This is an optimization exercise on Yosys and OpenROAD, whose aim is small area, not a production implementation. At most, simulation tests tie the RTL to the original design; equivalence was not proved. Power and IR drop assume default switching activity.

// rename_core
module rename_core (
  input  logic                 clk,
  input  logic                 rst,
  input  logic                 i_dispatch,
  input  rename_pkg::instr_u   i_instr,
  input  logic                 i_complete,
  input  logic                 i_compl_mispredict,
  input  rename_pkg::rob_idx_t i_compl_rob,
  output logic                 o_stall,
  output rename_pkg::rob_idx_t o_rob_num,
  output rename_pkg::preg_t    o_p_rs,
  output rename_pkg::preg_t    o_p_rt,
  output rename_pkg::preg_t    o_p_rd_new,
  output logic                 o_rs_ready,
  output logic                 o_rt_ready,
  output logic                 o_retire,
  output rename_pkg::lreg_t    o_retire_lrd,
  output rename_pkg::preg_t    o_retire_p_rd
);
clock: 7.0 ns
lec_check: 0
cap_margin: 20
core_margin: 2
core_utilization: 40
cts_cluster_diameter: 100
cts_cluster_size: 30
place_density: 0.6
setup_slack_margin: 0.2
slew_margin: 20
run.sh (not shown) runs the stock make flow with config.mk's settings and CLKGATE_MAP_FILE= SYNTH_SCRIPT=/design/flow/synth_recipe.tcl, a recipe that flattens the netlist after the stock synthesis.
Next try:
--- a/flow/design.v
+++ b/flow/design.v
@@ -120,32 +120,38 @@
       lt_head[e] = (4'(e) < head);
       lt_tail[e] = (4'(e) < tail);
     end
   end
   assign wrap = (tail < head) || (tail == head && full);
   assign live = full ? 16'hffff : (wrap ? (ge_head | lt_tail) : (ge_head & lt_tail));
   always_comb begin
     for (int e = 0; e < 16; e++) begin
       m_rs[e] = live[e] && dest[e] && (lrd[e] == l_rs);
       m_rt[e] = live[e] && dest[e] && (lrd[e] == l_rt);
     end
   end
-  logic [1:0] yb_rs_lo, yb_rs_all, yb_rt_lo, yb_rt_all;
-  logic       busy_rs, busy_rt;
-  youngest_busy i_yb_rs_lo  (.i_match(m_rs & lt_head), .i_done(done), .o_any(yb_rs_lo[1]),  .o_busy(yb_rs_lo[0]));
-  youngest_busy i_yb_rs_all (.i_match(m_rs),           .i_done(done), .o_any(yb_rs_all[1]), .o_busy(yb_rs_all[0]));
-  youngest_busy i_yb_rt_lo  (.i_match(m_rt & lt_head), .i_done(done), .o_any(yb_rt_lo[1]),  .o_busy(yb_rt_lo[0]));
-  youngest_busy i_yb_rt_all (.i_match(m_rt),           .i_done(done), .o_any(yb_rt_all[1]), .o_busy(yb_rt_all[0]));
-  assign busy_rs   = yb_rs_lo[1] ? yb_rs_lo[0] : (yb_rs_all[1] && yb_rs_all[0]);
-  assign busy_rt   = yb_rt_lo[1] ? yb_rt_lo[0] : (yb_rt_all[1] && yb_rt_all[0]);
+  logic [15:0] lo_rs, lo_rt, sel_rs, sel_rt;
+  logic        busy_rs, busy_rt;
+  assign lo_rs  = m_rs & lt_head;
+  assign lo_rt  = m_rt & lt_head;
+  assign sel_rs = (lo_rs != '0) ? lo_rs : m_rs;
+  assign sel_rt = (lo_rt != '0) ? lo_rt : m_rt;
+  always_comb begin
+    busy_rs = 1'b0;
+    busy_rt = 1'b0;
+    for (int e = 0; e < 16; e++) begin
+      if (sel_rs[e]) busy_rs = !done[e];
+      if (sel_rt[e]) busy_rt = !done[e];
+    end
+  end
   assign o_rs_ready = !read_rs || !busy_rs;
   assign o_rt_ready = !read_rt || !busy_rt;
   always_ff @(posedge clk or negedge rst) begin
     if (!rst) begin
       head  <= '0;
       tail  <= '0;
       count <= '0;
     end else begin
       count <= count + 5'(accept) - 5'(retire) - 5'(walk);
       if (accept) tail <= tail + 1'b1;
       if (walk)   tail <= tail_m1;
       if (retire) head <= head + 1'b1;
@@ -205,38 +211,12 @@
   assign map_wd_lo = map_wd & {6{rst}};
   always_comb begin
     for (int i = 0; i < 32; i++) map_we[i] = !rst || ((pop || walk_dest) && idx3 == 5'(i));
   end
   always_ff @(posedge clk) begin
     for (int i = 0; i < 32; i++) begin
       if (map_we[i]) begin
         for (int b = 0; b < 6; b++) map[i][b] <= ((i >> b) & 1) ? map_wd_hi[b] : map_wd_lo[b];
       end
     end
   end
 endmodule
-module youngest_busy (
-  input  logic [15:0] i_match,
-  input  logic [15:0] i_done,
-  output logic        o_any,
-  output logic        o_busy
-);
-  logic [7:0] a1, b1;
-  logic [3:0] a2, b2;
-  logic [1:0] a3, b3;
-  always_comb begin
-    for (int k = 0; k < 8; k++) begin
-      a1[k] = i_match[2*k+1] | i_match[2*k];
-      b1[k] = i_match[2*k+1] ? !i_done[2*k+1] : !i_done[2*k];
-    end
-    for (int k = 0; k < 4; k++) begin
-      a2[k] = a1[2*k+1] | a1[2*k];
-      b2[k] = a1[2*k+1] ? b1[2*k+1] : b1[2*k];
-    end
-    for (int k = 0; k < 2; k++) begin
-      a3[k] = a2[2*k+1] | a2[2*k];
-      b3[k] = a2[2*k+1] ? b2[2*k+1] : b2[2*k];
-    end
-  end
-  assign o_any  = a3[1] | a3[0];
-  assign o_busy = a3[1] ? b3[1] : b3[0];
-endmodule
Effect: Fmax went down by 1.8%; global-route usage went down by 1.2 points; via count went down by 1.8%; clock-buffer cell count went up by 2; routed wire length went down by 4.0%; total power went down by 5.2%; worst setup slack degrades by 120 ps; clock skew went up by 17 ps; die area went down by 0.48%; synthesized cell count went up by 3.0%; final cell count went up by 1.7%.
For the second run of this note, only the layout was checked, not whether the RTL still works.

---

## v3
Another version of the RTL of rename_core (not shown whole).
Size: about 2500 cells after synthesis, roughly 78 I/O pins, about 0.030 mm2 of cells after synthesis.
==> module rename_core, before the edit <==
module rename_core (
  input  logic                 clk,
  input  logic                 rst,
  input  logic                 i_dispatch,
  input  rename_pkg::instr_u   i_instr,
  input  logic                 i_complete,
  input  logic                 i_compl_mispredict,
  input  rename_pkg::rob_idx_t i_compl_rob,
  output logic                 o_stall,
  output rename_pkg::rob_idx_t o_rob_num,
  output rename_pkg::preg_t    o_p_rs,
  output rename_pkg::preg_t    o_p_rt,
  output rename_pkg::preg_t    o_p_rd_new,
  output logic                 o_rs_ready,
  output logic                 o_rt_ready,
  output logic                 o_retire,
  output rename_pkg::lreg_t    o_retire_lrd,
  output rename_pkg::preg_t    o_retire_p_rd
);
  logic [5:0] opcode;
  logic       valid_op, write_rd, reg_dest, read_rs, read_rt;
  logic [4:0] l_rs, l_rt, l_rd;
  assign opcode = i_instr.r.opcode;
  assign l_rs   = i_instr.r.rs;
  assign l_rt   = i_instr.r.rt;
  always_comb begin
    valid_op = 1'b0; write_rd = 1'b0; reg_dest = 1'b0; read_rs = 1'b0; read_rt = 1'b0;
    case (opcode)
      rename_pkg::op_rtype: begin
        valid_op = 1'b1; write_rd = 1'b1; reg_dest = 1'b1; read_rs = 1'b1; read_rt = 1'b1;
      end
      rename_pkg::op_addi, rename_pkg::op_lw: begin
        valid_op = 1'b1; reg_dest = 1'b1; read_rs = 1'b1;
      end
      rename_pkg::op_sw, rename_pkg::op_beq: begin
        valid_op = 1'b1; read_rs = 1'b1; read_rt = 1'b1;
      end
      default: ;
    endcase
  end
  assign l_rd = write_rd ? i_instr.r.rd : i_instr.i.rt;
  logic [15:0] dest, done;
  logic [4:0]  lrd   [16];
  logic [5:0]  p_new [16];
  logic [3:0]  head, tail, tail_m1;
  logic        full_q;   
  logic        rec_active;
  logic [3:0]  rec_target;
  logic [5:0]  ring [32];
  logic [4:0]  m;
  logic [5:0]  fresh_cnt;   
  logic        fresh;
  logic [5:0]  free_head;
  logic [5:0]  map [32];
  logic full, walk, accept, pop, retire, retire_dest, walk_dest;
  logic [4:0] lrd_w, idx3;
  logic [5:0] p3;
  assign tail_m1 = tail - 1'b1;
  assign full    = full_q;
  assign walk    = rec_active && (tail != rec_target);
  assign o_stall = full || walk;
  assign accept  = i_dispatch && valid_op && !o_stall;
  assign pop     = accept && reg_dest;
  assign retire      = (full_q || head != tail) && done[head] && !rec_active;
  assign retire_dest = retire && dest[head];
  assign walk_dest   = walk && dest[tail_m1];
  assign lrd_w       = lrd[tail_m1];
  assign o_retire      = retire;
  assign o_retire_lrd  = lrd[head];
  assign o_retire_p_rd = p_new[head];
  assign o_rob_num     = tail;
  assign fresh         = !fresh_cnt[5];
  assign free_head     = fresh ? {1'b1, fresh_cnt[4:0]} : ring[0];
  assign o_p_rd_new    = free_head;
  assign idx3   = walk ? lrd_w : l_rd;
  assign p3     = map[idx3];
  assign o_p_rs = map[l_rs];
  assign o_p_rt = map[l_rt];
  logic [15:0] live, ge_head, lt_tail, m_rs, m_rt;
  logic        wrap;
  always_comb begin
    for (int e = 0; e < 16; e++) begin
      ge_head[e] = (4'(e) >= head);
      lt_tail[e] = (4'(e) < tail);
    end
  end
  assign wrap = (tail < head) || (tail == head && full);
  assign live = full ? 16'hffff : (wrap ? (ge_head | lt_tail) : (ge_head & lt_tail));
  always_comb begin
    for (int e = 0; e < 16; e++) begin
      m_rs[e] = live[e] && dest[e] && (lrd[e] == l_rs);
      m_rt[e] = live[e] && dest[e] && (lrd[e] == l_rt);
    end
  end
  logic [1:0] yb_rs_lo, yb_rs_all, yb_rt_lo, yb_rt_all;
  logic       busy_rs, busy_rt;
  youngest_busy i_yb_rs_lo  (.i_match(m_rs & lt_tail), .i_done(done), .o_any(yb_rs_lo[1]),  .o_busy(yb_rs_lo[0]));
  youngest_busy i_yb_rs_all (.i_match(m_rs),           .i_done(done), .o_any(yb_rs_all[1]), .o_busy(yb_rs_all[0]));
  youngest_busy i_yb_rt_lo  (.i_match(m_rt & lt_tail), .i_done(done), .o_any(yb_rt_lo[1]),  .o_busy(yb_rt_lo[0]));
  youngest_busy i_yb_rt_all (.i_match(m_rt),           .i_done(done), .o_any(yb_rt_all[1]), .o_busy(yb_rt_all[0]));
  assign busy_rs   = yb_rs_lo[1] ? yb_rs_lo[0] : (yb_rs_all[1] && yb_rs_all[0]);
  assign busy_rt   = yb_rt_lo[1] ? yb_rt_lo[0] : (yb_rt_all[1] && yb_rt_all[0]);
  assign o_rs_ready = !read_rs || !busy_rs;
  assign o_rt_ready = !read_rt || !busy_rt;
  always_ff @(posedge clk or negedge rst) begin
    if (!rst) begin
      head  <= '0;
      tail  <= '0;
      full_q <= 1'b0;
    end else begin
      if (retire || walk)                     full_q <= 1'b0;
      else if (accept && tail + 1'b1 == head) full_q <= 1'b1;
      if (accept) tail <= tail + 1'b1;
      if (walk)   tail <= tail_m1;
      if (retire) head <= head + 1'b1;
    end
  end
  always_ff @(posedge clk or negedge rst) begin
    if (!rst) begin
      rec_active <= 1'b0;
      rec_target <= '0;
    end else if (i_complete && i_compl_mispredict && !rec_active) begin
      rec_active <= 1'b1;
      rec_target <= i_compl_rob + 1'b1;
    end else if (rec_active && (!walk || tail_m1 == rec_target)) begin
      rec_active <= 1'b0;
    end
  end
  always_ff @(posedge clk) begin
    if (accept) begin
      dest[tail]  <= reg_dest;
      done[tail]  <= 1'b0;
      lrd[tail]   <= l_rd;
      p_new[tail] <= free_head;
    end
    if (i_complete) begin
      done[i_compl_rob] <= 1'b1;
    end
  end
  always_ff @(posedge clk or negedge rst) begin
    if (!rst) begin
      m <= '0;
    end else begin
      m <= m + 5'(pop) - 5'(retire_dest) - 5'(walk_dest);
    end
  end
  always_ff @(posedge clk or negedge rst) begin
    if (!rst) begin
      fresh_cnt <= '0;
    end else if (pop && fresh) begin
      fresh_cnt <= fresh_cnt + 1'b1;
    end
  end
  always_ff @(posedge clk) begin
    if (pop) begin
      for (int i = 0; i < 31; i++) ring[i] <= ring[i+1];
      ring[31] <= p3;
    end else if (walk_dest) begin
      for (int i = 16; i < 32; i++) begin
        if (6'(i) == 6'd32 - 6'(m))      ring[i] <= p3;
        else if (6'(i) > 6'd32 - 6'(m))  ring[i] <= ring[i-1];
      end
    end
  end
  logic [5:0]  map_wd, map_wd_hi, map_wd_lo;
  logic [31:0] map_we;
  assign map_wd    = walk ? ring[31] : free_head;
  assign map_wd_hi = map_wd | {6{!rst}};
  assign map_wd_lo = map_wd & {6{rst}};
  always_comb begin
    for (int i = 0; i < 32; i++) map_we[i] = !rst || ((pop || walk_dest) && idx3 == 5'(i));
  end
  always_ff @(posedge clk) begin
    for (int i = 0; i < 32; i++) begin
      if (map_we[i]) begin
        for (int b = 0; b < 6; b++) map[i][b] <= ((i >> b) & 1) ? map_wd_hi[b] : map_wd_lo[b];
      end
    end
  end
endmodule
clock: 7.0 ns
lec_check: 0
cap_margin: 20
core_margin: 2
core_utilization: 50
place_density: 0.68
setup_slack_margin: 0.3
slew_margin: 20
standard.sh (not shown) runs the stock make flow with config.mk's settings and CLKGATE_MAP_FILE= SYNTH_SCRIPT=/design/flow/synth_recipe.tcl, a recipe that flattens the netlist after the stock synthesis.
==> flow/flow/run.sh <==
#!/bin/bash
# Layout flow: the standard ORFS flow, with an area-oriented ABC mapping
# script in synthesis (registers and their names are unchanged).
set -euo pipefail
HERE=$(pwd)

# synthesis script: the standard flow's, with abc run on flow/area.abc
sed 's|log_cmd abc {\*}\$abc_args|log_cmd abc {*}[lreplace $abc_args 1 1 '"$HERE"'/flow/area.abc]|' \
  "$FLOW_HOME/scripts/synth.tcl" > "$HERE/area_synth_body.tcl"
grep -q "flow/area.abc" "$HERE/area_synth_body.tcl"
sed 's|source \$::env(SCRIPTS_DIR)/synth.tcl|source '"$HERE"'/area_synth_body.tcl|' \
  synth_recipe.tcl > "$HERE/area_synth.tcl"
grep -q "area_synth_body.tcl" "$HERE/area_synth.tcl"

EXTRA=()
if [[ -f flow/extra.txt ]]; then mapfile -t EXTRA < <(grep -v '^#' flow/extra.txt | grep .); fi

bash standard.sh SYNTH_SCRIPT="$HERE/area_synth.tcl" "${EXTRA[@]}" finish > "$HERE/orfs_flow.log" 2>&1
==> flow/flow/area.abc <==
strash
&get -n
&fraig -x
&put
scorr
dc2
strash
&get -n
&deepsyn -T 60
&dch -f
&nf -R 1000
&put
strash
&get -n
&dch -f
&nf -R 1000
&put
==> flow/flow/extra.txt <==
# extra make variables for standard.sh, one per line
CTS_ARGS=-sink_clustering_enable -repair_clock_nets -sink_clustering_size 27 -sink_clustering_max_diameter 90 -dont_use_dummy_load
BUFFER_PORTS_ARGS=-buffer_cell sky130_fd_sc_hd__buf_1
What v32 does differently from v3 at the input level:
--- a/flow/design.v
+++ b/flow/design.v
@@ -113,9 +113,10 @@
   assign o_p_rs = map[l_rs];
   assign o_p_rt = map[l_rt];
-  logic [15:0] live, ge_head, lt_tail, m_rs, m_rt;
+  logic [15:0] live, ge_head, lt_tail, lt_head, m_rs, m_rt;
   logic        wrap;
   always_comb begin
     for (int e = 0; e < 16; e++) begin
       ge_head[e] = (4'(e) >= head);
+      lt_head[e] = (4'(e) < head);
       lt_tail[e] = (4'(e) < tail);
     end
@@ -131,7 +132,7 @@
   logic [1:0] yb_rs_lo, yb_rs_all, yb_rt_lo, yb_rt_all;
   logic       busy_rs, busy_rt;
-  youngest_busy i_yb_rs_lo  (.i_match(m_rs & lt_tail), .i_done(done), .o_any(yb_rs_lo[1]),  .o_busy(yb_rs_lo[0]));
+  youngest_busy i_yb_rs_lo  (.i_match(m_rs & lt_head), .i_done(done), .o_any(yb_rs_lo[1]),  .o_busy(yb_rs_lo[0]));
   youngest_busy i_yb_rs_all (.i_match(m_rs),           .i_done(done), .o_any(yb_rs_all[1]), .o_busy(yb_rs_all[0]));
-  youngest_busy i_yb_rt_lo  (.i_match(m_rt & lt_tail), .i_done(done), .o_any(yb_rt_lo[1]),  .o_busy(yb_rt_lo[0]));
+  youngest_busy i_yb_rt_lo  (.i_match(m_rt & lt_head), .i_done(done), .o_any(yb_rt_lo[1]),  .o_busy(yb_rt_lo[0]));
   youngest_busy i_yb_rt_all (.i_match(m_rt),           .i_done(done), .o_any(yb_rt_all[1]), .o_busy(yb_rt_all[0]));
   assign busy_rs   = yb_rs_lo[1] ? yb_rs_lo[0] : (yb_rs_all[1] && yb_rs_all[0]);
Findings:
- v32 closes out successfully: all stages finished, all timing, DRC and antenna checks passed.
- For setup skew after layout, v3 and v32 come out practically identical.
- As far as standard-cell row count goes, v3 and v32 are indistinguishable; the numbers are identical.
- When the final numbers for v32 and v3 were put side by side, the layout cell share with drive strength beyond 1 turned out to be greater in v3.
- Wire length after detailed routing in v32 is about 1.2% below v3.
- On v32: count of placed standard cells in the final layout, fillers left out is 69 higher than what v3 gave.

[separate check: timing with driven ports]
How much do the figures lean on ideal ports? The routed layouts below were timed once more, with nothing changed but the port constraints. Step 1 (the two cells are an assumption about what drives the block):
set clk [get_ports {clk}]
set_driving_cell -lib_cell sky130_fd_sc_hd__clkbuf_16 $clk
set_driving_cell -lib_cell sky130_fd_sc_hd__buf_2 [delete_from_list [all_inputs] $clk]
Step 2, shift: input delay + t, output delay - t, t = (earliest + latest rising clock arrival at the registers) / 2. This alone moves slack from input paths to output paths. Three values: no drivers, after step 1, after step 2; two values: the first two.
run	t, ns	setup WS [ns]	worst hold slack (ns)	worst register clock-pin slew, ns	worst data-port slew with drivers (ns)
the first run of note 1	0.740	0.445 / 0.365 / 0.482	0.422 / 0.422 / 0.422	0.12 / 0.12	0.13
the second run of note 1	0.735	0.324 / 0.293 / 0.300	0.405 / 0.405 / 0.405	0.12 / 0.12	0.04
v3	0.677	0.449 / 0.388 / 0.009	0.420 / 0.420 / 0.420	0.11 / 0.11	0.04
v32	0.683	0.314 / 0.253 / -0.187	0.416 / 0.416 / 0.416	0.11 / 0.11	0.09
With both steps, setup timing fails in v32, where it was met with ideal ports. For v32, which loses most, drivers alone change the setup slack by -0.061 ns; drivers and shift together by -0.501 ns.
